Source: an optimization exercise on an open RTL-to-GDS flow (aim: small area and a short achievable clock period). Production flows keep margins and buffers that such runs may drop.
Function was checked by simulation only, so behaviour that the tests miss may differ from the original.
Power is estimated from default activity; no workload was simulated.

`design/flow/design.v`:
```
`default_nettype none
module pcoeff_result_collector #(
  parameter int DEPTH = 64,
  parameter int SLACK = 16
) (
  input  logic                     clk,
  input  logic                     rst,
  input  logic                     resultValid_i,
  input  logic [47:0]              pcoeffSum_i,
  input  logic [12:0]              pcoeffCount_i,
  input  logic                     eccStatus_i,
  output logic                     slowDown_o,
  output logic                     outValid_o,
  input  logic                     outReady_i,
  output logic [47:0]              outSum_o,
  output logic [12:0]              outCount_o,
  output logic [$clog2(DEPTH):0]   occupancy_o,
  output logic [63:0]              totalSum_o,
  output logic [31:0]              resultsReceived_o,
  output logic                     overflowError_o,
  output logic                     eccErrorSticky_o
);
  localparam int AW = $clog2(DEPTH);
  localparam int OW = AW + 1;
  localparam int W  = 61;
  localparam int NS = DEPTH - 1;    
  localparam int NH = 7, NL = 9;    
  localparam logic [OW-1:0] FULL_LVL = OW'(DEPTH);
  localparam logic [OW-1:0] SLOW_LVL = OW'(DEPTH - SLACK);
  logic [W-1:0]  mem_q [NS];
  logic [W-1:0]  din, head_q, next_q, mem_rd;
  logic [NH-1:0] wr_hi_q;
  logic [NL-1:0] wr_lo_q;
  logic [NS-1:0] rsel;    
  logic [OW-1:0] cnt_q;
  logic          ge1_q, ge2_q, ge3_q, full_q, slow_q, overflow_q, ecc_q;
  logic [63:0]   totalSum_q;
  logic [31:0]   received_q;
  logic          pop, push, drop, up, dn, wadv, radv;
  assign din  = {pcoeffSum_i, pcoeffCount_i};
  assign pop  = ge1_q && outReady_i;
  assign push = resultValid_i && (!full_q || outReady_i);
  assign drop = resultValid_i && full_q && !outReady_i;
  assign up   = push && !pop;
  assign dn   = pop && !push;
  assign wadv = push && (outReady_i ? ge3_q : ge2_q);
  assign radv = pop && ge3_q;
  logic [NS-1:0] wsel;
  always_comb begin
    for (int i = 0; i < NS; i++) begin
      wsel[i] = wr_hi_q[i / NL] && wr_lo_q[i % NL];
    end
  end
  always_ff @(posedge clk) begin
    for (int i = 0; i < NS; i++)
      if (wsel[i]) mem_q[i] <= din;
  end
  always_comb begin
    mem_rd = '0;
    for (int i = 0; i < NS; i++)
      mem_rd = mem_rd | ({W{rsel[i]}} & mem_q[i]);
  end
  logic [W-1:0] head_new, out_q;
  logic         out_ld;
  assign out_ld   = !ge1_q || outReady_i;
  assign head_new = ge2_q ? next_q : din;
  always_ff @(posedge clk) begin
    out_q <= out_ld ? head_new : head_q;
    if ((!ge1_q && resultValid_i) || outReady_i)
      head_q <= head_new;
    if (!ge2_q || outReady_i)
      next_q <= ge3_q ? mem_rd : din;
  end
  localparam int AL = 48;
  localparam int LV = 6;    
  logic [48:0]   lo_sum;
  logic [15:0]   hi_inc;
  logic [AL-1:0] pg_g [LV+1];
  logic [AL-1:0] pg_p [LV+1];
  assign pg_g[0] = totalSum_q[AL-1:0] & pcoeffSum_i;
  assign pg_p[0] = totalSum_q[AL-1:0] ^ pcoeffSum_i;
  for (genvar l = 0; l < LV; l++) begin : g_ks
    for (genvar i = 0; i < AL; i++) begin : g_bit
      if (i >= (1 << l)) begin : g_op
        if (l % 2 == 0) begin : g_n
          pcoeff_ks_node_n u_node (
            .g(pg_g[l][i]), .p(pg_p[l][i]),
            .gl(pg_g[l][i-(1<<l)]), .pl(pg_p[l][i-(1<<l)]),
            .go(pg_g[l+1][i]), .po(pg_p[l+1][i]));
        end else begin : g_p
          pcoeff_ks_node_p u_node (
            .gn(pg_g[l][i]), .pn(pg_p[l][i]),
            .gln(pg_g[l][i-(1<<l)]), .pln(pg_p[l][i-(1<<l)]),
            .go(pg_g[l+1][i]), .po(pg_p[l+1][i]));
        end
      end else begin : g_pass
        pcoeff_ks_inv u_g (.a(pg_g[l][i]), .y(pg_g[l+1][i]));
        pcoeff_ks_inv u_p (.a(pg_p[l][i]), .y(pg_p[l+1][i]));
      end
    end
  end
  assign lo_sum = {pg_g[LV][AL-1], pg_p[0] ^ {pg_g[LV][AL-2:0], 1'b0}};
  assign hi_inc = totalSum_q[63:48] + 16'd1;
  always_ff @(posedge clk) begin
    if (rst) begin
      wr_hi_q    <= NH'(1);
      wr_lo_q    <= NL'(1);
      rsel       <= NS'(1);
      cnt_q      <= '0;
      ge1_q      <= 1'b0;
      ge2_q      <= 1'b0;
      ge3_q      <= 1'b0;
      full_q     <= 1'b0;
      slow_q     <= 1'b0;
      totalSum_q <= '0;
      received_q <= '0;
      overflow_q <= 1'b0;
      ecc_q      <= 1'b0;
    end else begin
      if (wadv) begin
        wr_lo_q <= {wr_lo_q[NL-2:0], wr_lo_q[NL-1]};
        if (wr_lo_q[NL-1]) wr_hi_q <= {wr_hi_q[NH-2:0], wr_hi_q[NH-1]};
      end
      if (radv) rsel <= {rsel[NS-2:0], rsel[NS-1]};
      if (push) begin
        totalSum_q <= {lo_sum[48] ? hi_inc : totalSum_q[63:48], lo_sum[47:0]};
        received_q <= received_q + 32'd1;
      end
      if (up) begin
        cnt_q  <= cnt_q + OW'(1);
        ge1_q  <= 1'b1;
        ge2_q  <= ge1_q;
        ge3_q  <= ge2_q;
        full_q <= (cnt_q == FULL_LVL - OW'(1));
        slow_q <= (cnt_q >= SLOW_LVL - OW'(1));
      end else if (dn) begin
        cnt_q  <= cnt_q - OW'(1);
        ge1_q  <= ge2_q;
        ge2_q  <= ge3_q;
        ge3_q  <= (cnt_q >= OW'(4));
        full_q <= 1'b0;
        slow_q <= (cnt_q >= SLOW_LVL + OW'(1));
      end
      overflow_q <= overflow_q | drop;
      ecc_q      <= ecc_q | eccStatus_i;
    end
  end
  assign slowDown_o        = slow_q;
  assign outValid_o        = ge1_q;
  assign outSum_o          = out_q[60:13];
  assign outCount_o        = out_q[12:0];
  assign occupancy_o       = cnt_q;
  assign totalSum_o        = totalSum_q;
  assign resultsReceived_o = received_q;
  assign overflowError_o   = overflow_q;
  assign eccErrorSticky_o  = ecc_q;
endmodule
module pcoeff_ks_node_n (
  input  logic g, p, gl, pl,
  output logic go, po
);
  assign go = ~(g | (p & gl));
  assign po = ~(p & pl);
endmodule
module pcoeff_ks_node_p (
  input  logic gn, pn, gln, pln,
  output logic go, po
);
  assign go = ~(gn & (pn | gln));
  assign po = ~(pn | pln);
endmodule
module pcoeff_ks_inv (
  input  logic a,
  output logic y
);
  assign y = ~a;
endmodule
`default_nettype wire
```
`design/flow/run.sh`:
```
#!/bin/bash
# synth_recipe.tcl (not shown) runs the flow's synth.tcl, then flattens the netlist and writes it again
# the make line also repeats each setting of config.mk as NAME=value (left out here)
make -C /OpenROAD-flow-scripts/flow DESIGN_CONFIG=/design/flow/config.mk WORK_HOME=/design/flow/orfs CLKGATE_MAP_FILE= SYNTH_SCRIPT=/design/flow/synth_recipe.tcl finish
```
`design/flow/config.mk`:
```
export PLATFORM = sky130hd
export DESIGN_NAME = pcoeff_result_collector
export DESIGN_NICKNAME = pcoeff_result_collector
export VERILOG_FILES = /design/flow/design.v
export SDC_FILE = /design/flow/constraint.sdc
export NUM_CORES = 4
export LEC_CHECK = 0
export CAP_MARGIN = 20
export CORE_MARGIN = 2
export CORE_UTILIZATION = 55
export CTS_CLUSTER_DIAMETER = 60
export CTS_CLUSTER_SIZE = 20
export PLACE_DENSITY = 0.68
export SETUP_SLACK_MARGIN = 2.4
export SLEW_MARGIN = 20
export SYNTH_HIERARCHICAL = 1
export SYNTH_MINIMUM_KEEP_SIZE = 0
```
`design/flow/constraint.sdc`:
```
create_clock -name core_clock -period 5.0 [get_ports {clk}]
set_input_delay 1.0000 -clock core_clock [delete_from_list [all_inputs] [get_ports {clk}]]
set_output_delay 1.0000 -clock core_clock [all_outputs]
set_load 0.01 [all_outputs]
```
==> summary.txt <==
-- worst max-delay path, delay by kind of cell, from the launching register on --
family,cells,cell delay (ns)
simple gates,1,0.99
flops,1,0.66
buf+inv,1,0.72
-- final cells by class --
cell class | count | share of cell area
Clock inverter | 100 | 0.006913
Timing Repair Buffer | 641 | 0.04019
Sequential cell | 4215 | 0.7134
Tap cell | 3743 | 0.02681
Clock buffer | 336 | 0.04143
Antenna cell | 114 | 0.001633
Inverter | 76 | 0.001691
Multi-Input combinational cell | 3731 | 0.1679
-- worst max-delay path by stage --
stage	depth (start not counted)	from	endpoint	slack (ns)
final	2	wr_lo_q[0]	mem_q[18][29]	2.09
after global routing	2	wr_lo_q[0]	mem_q[18][10]	2.29
after CTS	1	out_q[57]	outSum_o[44]	2.29
after detailed placement	11	pcoeffSum_i[16]	totalSum_q[57]	0.98
after global placement	11	pcoeffSum_i[16]	totalSum_q[57]	0.97
after floorplan	14	outReady_i	cnt_q[6]	1.82
-- metrics by stage --
| step | utilization | std cells | hold slack, ns | worst slack (ns) | area [um2] |
|---|---|---|---|---|---|
| final | 0.6187 | 12956 | 0.4063 | 2.093 | 174700 |
| after global routing | 0.6178 | 12853 | 0.4035 | 2.290 | 174400 |
| after CTS | 0.6154 | 12773 | 0.4242 | 2.288 | 173700 |
| after detailed placement | 0.5800 | 12265 | 0.4575 | 0.9814 | 163700 |
| after global placement | 0.5797 | 12262 | 0.4530 | 0.9685 | 163700 |
| after floorplan | - | 8563 | 0.4494 | 1.822 | 157000 |
-- repair_timing --
action	in CTS	in global routing
cloned	6	5
pin swaps	7	16
gates resized for setup	603	141
setup endpoints to repair	315	196
setup buffers	66	62
-- cells in the final DEF (no fill, tap or decap), drive strengths merged, types with 5 or more instances in the layout --
| cell type | n |
|---|---|
| a211oi | 52 |
| a21boi | 61 |
| a21oi | 230 |
| a221oi | 489 |
| a22o | 488 |
| a22oi | 915 |
| and2 | 68 |
| and3 | 9 |
| and4 | 7 |
| buf | 507 |
| bufbuf | 6 |
| bufinv | 7 |
| clkbuf | 370 |
| clkdlybuf4s15 | 61 |
| clkinv | 43 |
| clkinvlp | 9 |
| dfxtp | 250 |
| diode | 114 |
| dlygate4sd2 | 31 |
| edfxtp | 3965 |
| ha | 56 |
| inv | 117 |
| mux2 | 127 |
| mux2i | 8 |
| nand2 | 261 |
| nand3 | 26 |
| nand4 | 386 |
| nor2 | 157 |
| nor2b | 5 |
| nor3 | 6 |
| o21ai | 113 |
| o311ai | 5 |
| o31ai | 19 |
| o32a | 61 |
| o41ai | 5 |
| or2 | 5 |
| or3 | 9 |
| or4 | 78 |
| xnor2 | 50 |
| xor2 | 12 |
-- power breakdown --
group / internal (mW) / total (mW) / switching (mW)
clock: 11.0 / 23.4 / 12.5
sequential: 38.9 / 39.2 / 0.260
combinational: 1.17 / 3.58 / 2.41
total: 51.1 / 66.2 / 15.1
-- flip-flops by register name, summed over array words and instances (netlist names) --
register	cells
mem_q	3843
totalSum_q	64
rsel	63
head_q	61
next_q	61
out_q	61
received_q	32
wr_lo_q	9
cnt_q	7
wr_hi_q	7
ecc_q	1
full_q	1
ge1_q	1
ge2_q	1
ge3_q	1
overflow_q	1
slow_q	1
-- per-layer routing --
layer  vias up  share of wire  GRT usage
met1     52082           0.30     0.5696
met2     13867           0.40     0.6188
li1      36659              -          -
met3      3633           0.21     0.2222
met5         -        0.00081   0.001645
met4        44          0.095     0.3222
==> summary.txt <==
clk_skew: 0.06967 ns
layout cells sized above 1: 0.1889
area of the multi-input gates: 0.02933 mm2
WL per Instance: 52.10 um
Setup crit start kind: flop
Mapped Nets: 8686
R2R depth: 2
DRT antenna net count: 0
Synth warnings: 13
final setup TNS: 0 ns
Peak VDD IR: 0.0003235 V
Tmin final: 2.907 ns
crit end category: flop
DRC: 0
hold_buf cts: 0
die height: 536.7 um
CTS Sinks: 4215
die area: 0.2880 mm2
Hold Path Stages: 1
Syn-to-layout area delta: 11.92%
status: complete, no violations
pin count of the biggest net entering global routing: 125
initial antenna violation count: 68
worst flop-to-flop path startpoint: wr_lo_q[0]
Final Total Pwr: 66.19 mW
CP max stage cell: and2_4
Max-Cap Viols: 0
Reg-to-Reg End: mem_q[18][29]
Worst-path clk slew: 0.08 ns
Mean Syn Cell Area: 18.23 um2
first-pass GRT wire length: 862.8 mm
required time worst endpoint: 5.60 ns
core area: 0.2823 mm2
fin nets: 9063
gr usage total: 0.4558
vias: 106285
FF/Latch Area: 0.1246 mm2
final hold violations: 0
Clock Path Buffers: 4
vias in the first global route: 93792
Least-Margin Pin Slew: 1.336 ns
global route total overflow: 0
hold crit path type: input pin to flop
input/output buffers: 233
I/O pin total: 234
Slew HR: 0.1091
CTS Buf Count: 275
Post-DP HPWL: 321.6 mm
RePlAce Congestion: 0.8944
row cnt: 195
WHS Endpoint: mem_q[13][32]
Final Max Slew Viols: 0
Pwr Density: 379.0 mW/mm2
worst skew pair latency: 1.02 ns
Fill cells: 19559
DR pass1 iterations: 14
initial DRC count: 26214
RSZ-0062 raised after global routing: yes
Post-Synthesis Cells: 8563
worst min-delay path startpoint: pcoeffSum_i[19]
Initial Util: 0.5528
Chip Width: 536.7 um
vias per cell: 8.204
final wirelength: 675.0 mm
H-tree Lvls: 5
Static Leak: 53.77 nW
slack of the worst reg-to-reg path: 2.09 ns
FMAX: 343.9 MHz
Final Cycle Share: 0.5815
Root Driver: clkbuf_16
Cell Chain, Critical Path: and2_4 -> buf_4
CTS tree: built
Post-Syn Area: 0.1561 mm2
WP data arrival: 3.50 ns
Crit Path Category: flop to flop
Crit path largest cell delay: 0.99 ns
Worst Path Max Fanout: 30
Final Setup Violations: 0

[static timing again, ports no longer ideal]
The flow's constraints put no driver on any port. The routed layout listed below was extracted and timed again, unchanged, in two steps. Step 1 sets driving cells, clkbuf_16 on the clock port and buf_2 on the other inputs (assumed; they add their load-dependent delay and slew). Step 2 times the ports against the registers' clock, not the clock port: input delays grow and output delays shrink by t, the midpoint of the rising clock arrivals with the driver on. a / b / c = ideal / step 1 / step 2; a / b = the first two.
t, ns: 1.094
setup WS [ns]: 2.093 / 2.093 / 1.219
worst register clock-pin slew, ns: 0.09 / 0.09
After both steps this run still meets setup and hold. The setup slack of this run moves by 0.000 ns with the drivers and by -0.874 ns with both steps.
